This design comes from an exercise in tuning for small area, a short achievable clock period and few clock cycles per item on the open sky130 flow, not from production work. Function was checked by simulation only, so behaviour that the tests miss may differ from the original. No activity file was given, so power comes from the tool's default toggle rates.

File: flow/design.v
package prplw_pkg;
    localparam int COUNT_BITS = 32;
    localparam int CALC_BITS  = (COUNT_BITS > 28) ? COUNT_BITS : 28;
    localparam int ADDR_BITS  = 64;
    localparam int LEN_BITS   = 28;
    localparam int SLOT_BITS  = 24;
    localparam int SHIFT_BITS = 5;
    localparam logic [SHIFT_BITS-1:0] SHIFT_MIN   = 5'd12;
    localparam logic [SHIFT_BITS-1:0] SHIFT_MAX   = 5'd27;
    localparam logic [SHIFT_BITS-1:0] SHIFT_RESET = 5'd12;
    localparam logic [SHIFT_BITS-1:0] ENTRY_SHIFT = 5'd3;
    localparam logic KIND_START = 1'b0;
    localparam logic KIND_ENTRY = 1'b1;
    typedef enum logic [1:0] {
        RES_SEGMENT    = 2'd0,
        RES_FETCH      = 2'd1,
        RES_NULL       = 2'd2,
        RES_UNEXPECTED = 2'd3
    } result_kind_t;
    typedef struct packed {
        result_kind_t           kind;
        logic [ADDR_BITS-1:0]   address;
        logic [LEN_BITS-1:0]    length;
        logic                   last;
    } result_t;
endpackage
import prplw_pkg::*;
module nvme_prp_list_walker_unit (
    input  logic          aclk,
    input  logic          aresetn,
    input  logic          cfg_valid,
    output logic          cfg_ready,
    input  logic [4:0]    cfg_data,      
    input  logic          s_tvalid,
    output logic          s_tready,
    input  logic [223:0]  s_tdata,       
    input  logic          s_tuser,       
    output logic          m_tvalid,
    input  logic          m_tready,
    output logic [95:0]   m_tdata,       
    output logic [1:0]    m_tuser,       
    output logic          m_tlast        
);
    logic [3:0]  sh_reg;
    logic        walking_reg;
    logic        pending_reg;
    logic [31:0] left_reg;
    logic [63:0] fetch_reg;
    logic [23:0] slot_reg;
    logic [63:0] in_first, in_second, in_entry;
    logic [31:0] in_count;
    logic        is_start;
    logic [31:0] m_lo0;    
    logic [31:0] m_lo1;    
    logic [31:0] m_hi1;    
    logic [31:0] m_hi2;    
    logic [31:0] m_eq0;    
    logic [31:0] m_eq1;    
    logic [23:0] m_slot;   
    logic [27:0] page;
    logic [31:0] x;
    logic        x_gt_p;
    logic        c_gt_2p;
    logic        c_nz;
    logic        e_zero;
    logic        slot_ge_last;
    logic [31:0] x_sub_p;
    logic        emit_len;
    logic        two;
    logic        accept;
    logic        pop;
    assign in_first  = s_tdata[63:0];
    assign in_second = s_tdata[127:64];
    assign in_count  = s_tdata[159:128];
    assign in_entry  = s_tdata[223:160];
    assign is_start  = (s_tuser == KIND_START);
    always_comb begin
        for (int i = 0; i < 32; i++) begin
            m_lo0[i] = (i < 12) || ((i - 12) < 32'(sh_reg));
            m_lo1[i] = (i < 13) || ((i - 13) < 32'(sh_reg));
            m_eq0[i] = (i >= 12) && ((i - 12) == 32'(sh_reg));
            m_eq1[i] = (i >= 13) && ((i - 13) == 32'(sh_reg));
        end
        for (int i = 0; i < 24; i++) begin
            m_slot[i] = (i < 9) || ((i - 9) < 32'(sh_reg));
        end
    end
    assign m_hi1 = ~m_lo1;
    assign m_hi2 = ~(m_lo1 | m_eq1);
    assign page  = m_eq0[27:0];
    assign x        = is_start ? in_count : left_reg;
    assign x_gt_p   = (|(x & m_hi1)) || ((|(x & m_eq0)) && (|(x & m_lo0)));
    assign c_gt_2p  = (|(in_count & m_hi2)) || ((|(in_count & m_eq1)) && (|(in_count & m_lo1)));
    assign c_nz     = |in_count;
    assign e_zero   = ~|in_entry;
    assign x_sub_p  = x - 32'(page);
    assign slot_ge_last = (|(slot_reg & ~m_slot)) || (&(slot_reg | ~m_slot));
    assign emit_len = is_start || (walking_reg && !e_zero && !(slot_ge_last && x_gt_p));
    assign two      = x_gt_p && (is_start || (walking_reg && !e_zero && !slot_ge_last));
    assign cfg_ready = 1'b1;
    assign s_tready  = !pending_reg && m_tready;
    assign accept    = s_tvalid && s_tready;
    assign m_tvalid  = pending_reg || (s_tvalid && m_tready && (!is_start || c_nz));
    assign pop       = m_tvalid && m_tready;
    always_comb begin
        m_tdata[95:92] = 4'b0;
        if (pending_reg) begin
            m_tuser        = walking_reg ? RES_FETCH : RES_SEGMENT;
            m_tdata[63:0]  = fetch_reg;
            m_tdata[91:64] = walking_reg ? 28'd0 : left_reg[27:0];
            m_tlast        = 1'b1;
        end else begin
            if (is_start)         m_tuser = RES_SEGMENT;
            else if (!walking_reg) m_tuser = RES_UNEXPECTED;
            else if (e_zero)      m_tuser = RES_NULL;
            else if (slot_ge_last && x_gt_p) m_tuser = RES_FETCH;
            else                  m_tuser = RES_SEGMENT;
            m_tdata[63:0]  = is_start ? in_first : (walking_reg ? in_entry : 64'd0);
            m_tdata[91:64] = emit_len ? (x_gt_p ? page : x[27:0]) : 28'd0;
            m_tlast        = !two;
        end
    end
    always_ff @(posedge aclk) begin
        if (accept) begin
            if (is_start) begin
                left_reg  <= x_sub_p;
                fetch_reg <= in_second;
                slot_reg  <= '0;
            end else if (walking_reg && !e_zero) begin
                if (slot_ge_last && x_gt_p) begin
                    fetch_reg <= in_entry;
                    slot_reg  <= '0;
                end else if (x_gt_p) begin
                    left_reg  <= x_sub_p;
                    fetch_reg <= fetch_reg + 64'd8;
                    slot_reg  <= slot_reg + 24'd1;
                end
            end
        end
        if (!aresetn) begin
            sh_reg      <= '0;
            walking_reg <= 1'b0;
            pending_reg <= 1'b0;
        end else begin
            if (cfg_valid) begin
                if (cfg_data < SHIFT_MIN)      sh_reg <= 4'd0;
                else if (cfg_data > SHIFT_MAX) sh_reg <= 4'd15;
                else                           sh_reg <= 4'(cfg_data - SHIFT_MIN);
            end
            if (pending_reg) begin
                if (pop) pending_reg <= 1'b0;
            end else if (accept) begin
                pending_reg <= two;
                if (is_start)
                    walking_reg <= c_gt_2p;
                else if (walking_reg && (e_zero || !x_gt_p))
                    walking_reg <= 1'b0;
            end
        end
    end
endmodule
File: flow/run.sh
#!/bin/bash
# synth_recipe.tcl (not shown) runs the flow's synth.tcl, then flattens the netlist and writes it again
# the make line also repeats each setting of config.mk as NAME=value (left out here)
make -C /OpenROAD-flow-scripts/flow DESIGN_CONFIG=/design/flow/config.mk WORK_HOME=/design/flow/orfs CLKGATE_MAP_FILE= SYNTH_SCRIPT=/design/flow/synth_recipe.tcl finish
File: flow/config.mk
export PLATFORM = sky130hd
export DESIGN_NAME = nvme_prp_list_walker_unit
export DESIGN_NICKNAME = nvme_prp_list_walker_unit
export VERILOG_FILES = /design/flow/design.v
export SDC_FILE = /design/flow/constraint.sdc
export NUM_CORES = 4
export LEC_CHECK = 0
export CAP_MARGIN = 20
export CORE_MARGIN = 2
export CORE_UTILIZATION = 40
export SLEW_MARGIN = 20
File: flow/constraint.sdc
create_clock -name core_clock -period 8.5 [get_ports {aclk}]
set_input_delay 1.7000 -clock core_clock [delete_from_list [all_inputs] [get_ports {aclk}]]
set_output_delay 1.7000 -clock core_clock [all_outputs]
set_load 0.01 [all_outputs]
==> notes.md <==
Syn. warnings 1; hold depth 1; Hold Vio Cnt, Final 0; antenna violations before repair 4; Die Height around 170 microns; status no timing/DRC/antenna violations; port bufs about 330; Largest register FFs 64; Endpoint, Worst Hold left_reg[3]; final period utilization roughly nine tenths; top_reg_cell synth edfxtp_1; largest net degree at the start of global routing between 70 and 80; r2r startpoint sh_reg[2]; Nets between 1500 and 2000; Post-Syn Area approximately 12000 sq um; CP startpoint kind primary input; Placed Area roughly 15000 sq um; Final Skew 12.6 ps; Core Region 28700 sq um; sequential share of the synthesized area between 30% and 40%; switching share of power between 30% and 40%; Syn Area/Cell a little over 8 sq um; Post-route DRC 0; vias in the first global route around 12000; Distinct cells, synth 75; gr usage total between 30% and 40%; Setup CP Type in -> out; Critical-path top delay cell clkdlybuf4s50_1; Flop pwr share 36.8%; Clk pwr share between 30 and 40%; Initial Utilization between 40 and 50%; RD Place Congestion ~0.94; critical hold path startpoint left_reg[3]; post-DP HPWL 35900 microns; HP Class reg -> reg; RSZ-0062 raised after global routing no; num rows between 60 and 70; Area contributors post-synth edfxtp_1 31%, nand2_1 5.7%, o21ai_0 4.9%; CTS tree built; post-route cell area around 16000 sq um; Routed WL per cell about 22 microns; most frequent cells in the layout 330 x clkdlybuf4s50_1, 176 x nand2_1, 144 x nor2_1; critical-path cell list buf_4 -> mux2i_1 -> inv_1 -> ha_1 -> nor4_1 -> nand4_1 -> a221oi_1 -> a31oi_1 -> nor3_4 -> o31ai_1 -> buf_4 -> o21ai_0 -> clkdlybuf4s50_1; max cap viols 0; Min Clock Period, post-route 7590 ps; Relative slew margins approximately 37%; Fillers 2768; io pins between 300 and 400; cell taking the most area after synthesis edfxtp_1; P_leak 0.00538 uW; layout cell share with drive strength beyond 1 6.16%; Slowest Stage Delay on Critical Path 590 ps; Sw Pwr 649 uW; TritonCTS buffer count 17; combinational share of power approximately a quarter; First DRT Iteration DRCs 1251; # resized after CTS 0; R2R Setup Slk 3240 ps; die width 175 microns; RR Endpoint fetch_reg[8]; grt ovf 0; first-pass GRT wire length slightly above 70000 microns; DRT Pass-1 Iters 5; Slew Limit Fails 0; FMAX 132 MHz; Die Area approximately 31000 sq um; Sink Count between 100 and 150; R2R cell count 11; wirelength, routed approximately 47000 microns; Pint ~1400 uW; most common cell after layout, fill and taps aside clkdlybuf4s50_1; Synth top area share approximately 31%; PwrDens 128 nW/um^2; Area Overhead vs Synth 35.5%; Worst EP arrival 5890 ps; Max FO, Critical Path between 40 and 50; final number of setup-violating endpoints 0; worst ir drop on vdd 116 uV; CP endpoint kind output pin; clock latency (worst-skew pair) around 440 ps; Setup TNS 0 ps; Max Root-Sink Buffers 2; Yosys reg bits 126; H-tree depth 4; Post-CTS Setup Bufs 0; Cells after Synth between 1000 and 1500; Post-synth EDFFs between 100 and 150; Post-synth ARST share 0%; worst endpoint required time 6800 ps; number of vias per cell ~5.9; most used cell, CP buf_4; CTS clk-pin slew, worst paths around 60 ps; cts hold-fix bufs 0; post-route ant nets 0; Worst-Margin Slew between 900 and 1000 ps; Clock Tree Root clkbuf_16; DR vias about 12000
final cells by class:
type	count	area [sq um]	share of cell area (%)
Timing Repair Buffer	351	3470	21.9
Multi-Input combinational cell	1155	7340	46.4
Clock buffer	17	425	2.69
Tap cell	384	480	3.03
Inverter	58	220	1.39
Clock inverter	15	158	0.995
Sequential cell	126	3730	23.5
Antenna cell	5	12.5	0.0790
power groups by stage:
stage               Combinational [uW]  Sequential, uW  Clock (uW)
CTS                                528             744         755
finish                             531             745         747
detailed placement                 525             758           0
global placement                   524             757           0
global route                       573             748         787
floorplan                          258             747           0
kinds of logic (layout without fill, tap and decap cells):
logic type                 count (synthesis)  in the layout  share of synthesized area (%)
and+or+nand+nor                          569            569                           23.3
AOI/OAI and AO/OA                        391            391                           22.5
buffers and inverters                    161            441                           5.75
DFF                                      126            126                           31.9
xor gates and xnor gates                  95             95                           7.12
muxes                                     60             60                           5.57
adders and majority gates                 35             35                           3.81
other                                      2             10                         0.0643
through the flow:
step	power (uW)	util [%]	setup WS (ps)	instances	hold slack (ps)
floorplan	1000	-	171	1442	586
global placement	1280	53.1	1160	2074	624
detailed placement	1280	53.1	1050	2074	625
CTS	2030	55.1	1030	2106	639
global route	2110	55.2	674	2110	670
finish	2020	55.2	913	2111	641
how the worst max path moves through the flow:
stage | cells after the start | to | slack, ps | startpoint
floorplan | 14 | fetch_reg[10] | 170 | s_tuser
global placement | 13 | m_tdata[91] | 1160 | s_tuser
detailed placement | 13 | m_tdata[91] | 1050 | s_tuser
CTS | 13 | m_tdata[91] | 1030 | s_tuser
global route | 13 | m_tdata[78] | 670 | s_tuser
finish | 13 | m_tdata[78] | 910 | s_tuser
Yosys cell counts (15+ instances only):
library cell	n
xnor2_1	57
ha_1	34
nand2_1	176
nor4_1	40
mux2i_1	29
a211oi_1	16
nor2_1	146
a21oi_1	57
xor2_1	38
a21o_1	26
and3_1	20
inv_1	57
o21ai_0	115
edfxtp_1	120
nand4_1	24
mux2_2	30
buf_2	15
clkbuf_1	67
a22oi_1	61
nand3_1	72
nor3_1	29
routing by layer:
layer | global-route usage, % | vias up | wire [microns]
met4 | 7.08 | 0 | 711
met3 | 4.94 | 50 | 2810
li1 | - | 5897 | -
met1 | 41.2 | 6019 | 21200
met2 | 50.6 | 474 | 22700
met5 | 0 | - | 0
critical path, delay by kind of cell:
| family | cells | cell delay (ps) |
|---|---|---|
| adder cells (fa/ha/maj) | 1 | 240 |
| buffers and inverters | 4 | 1450 |
| multiplexers | 1 | 490 |
| AO/OA/AOI/OAI | 4 | 1030 |
| AND/OR/NAND/NOR | 3 | 950 |
Testbench counts, summed over its fixed seeds: cycles 23,375, items 12,000.

[what the ideal ports hide]
In the flow no input, the clock included, has a driving cell. The finished layout below was timed again as built, in two steps. Step 1 assumes that a clkbuf_16 drives the clock port and a buf_2 every other input. Step 2 times the ports against the registers' clock, not the clock port: input delays grow and output delays shrink by t, the midpoint of the rising clock arrivals with the driver on. a / b / c = no drivers / after step 1 / after step 2; a / b = the first two.
t, ns: 0.482
slack for setup (ns): 0.913 / 0.888 / 0.888
hold WS [ns]: 0.641 / 0.641 / 0.641
After both steps setup and hold are still met in this run. For this run, drivers alone change the setup slack by -0.025 ns; drivers and shift together by -0.025 ns.
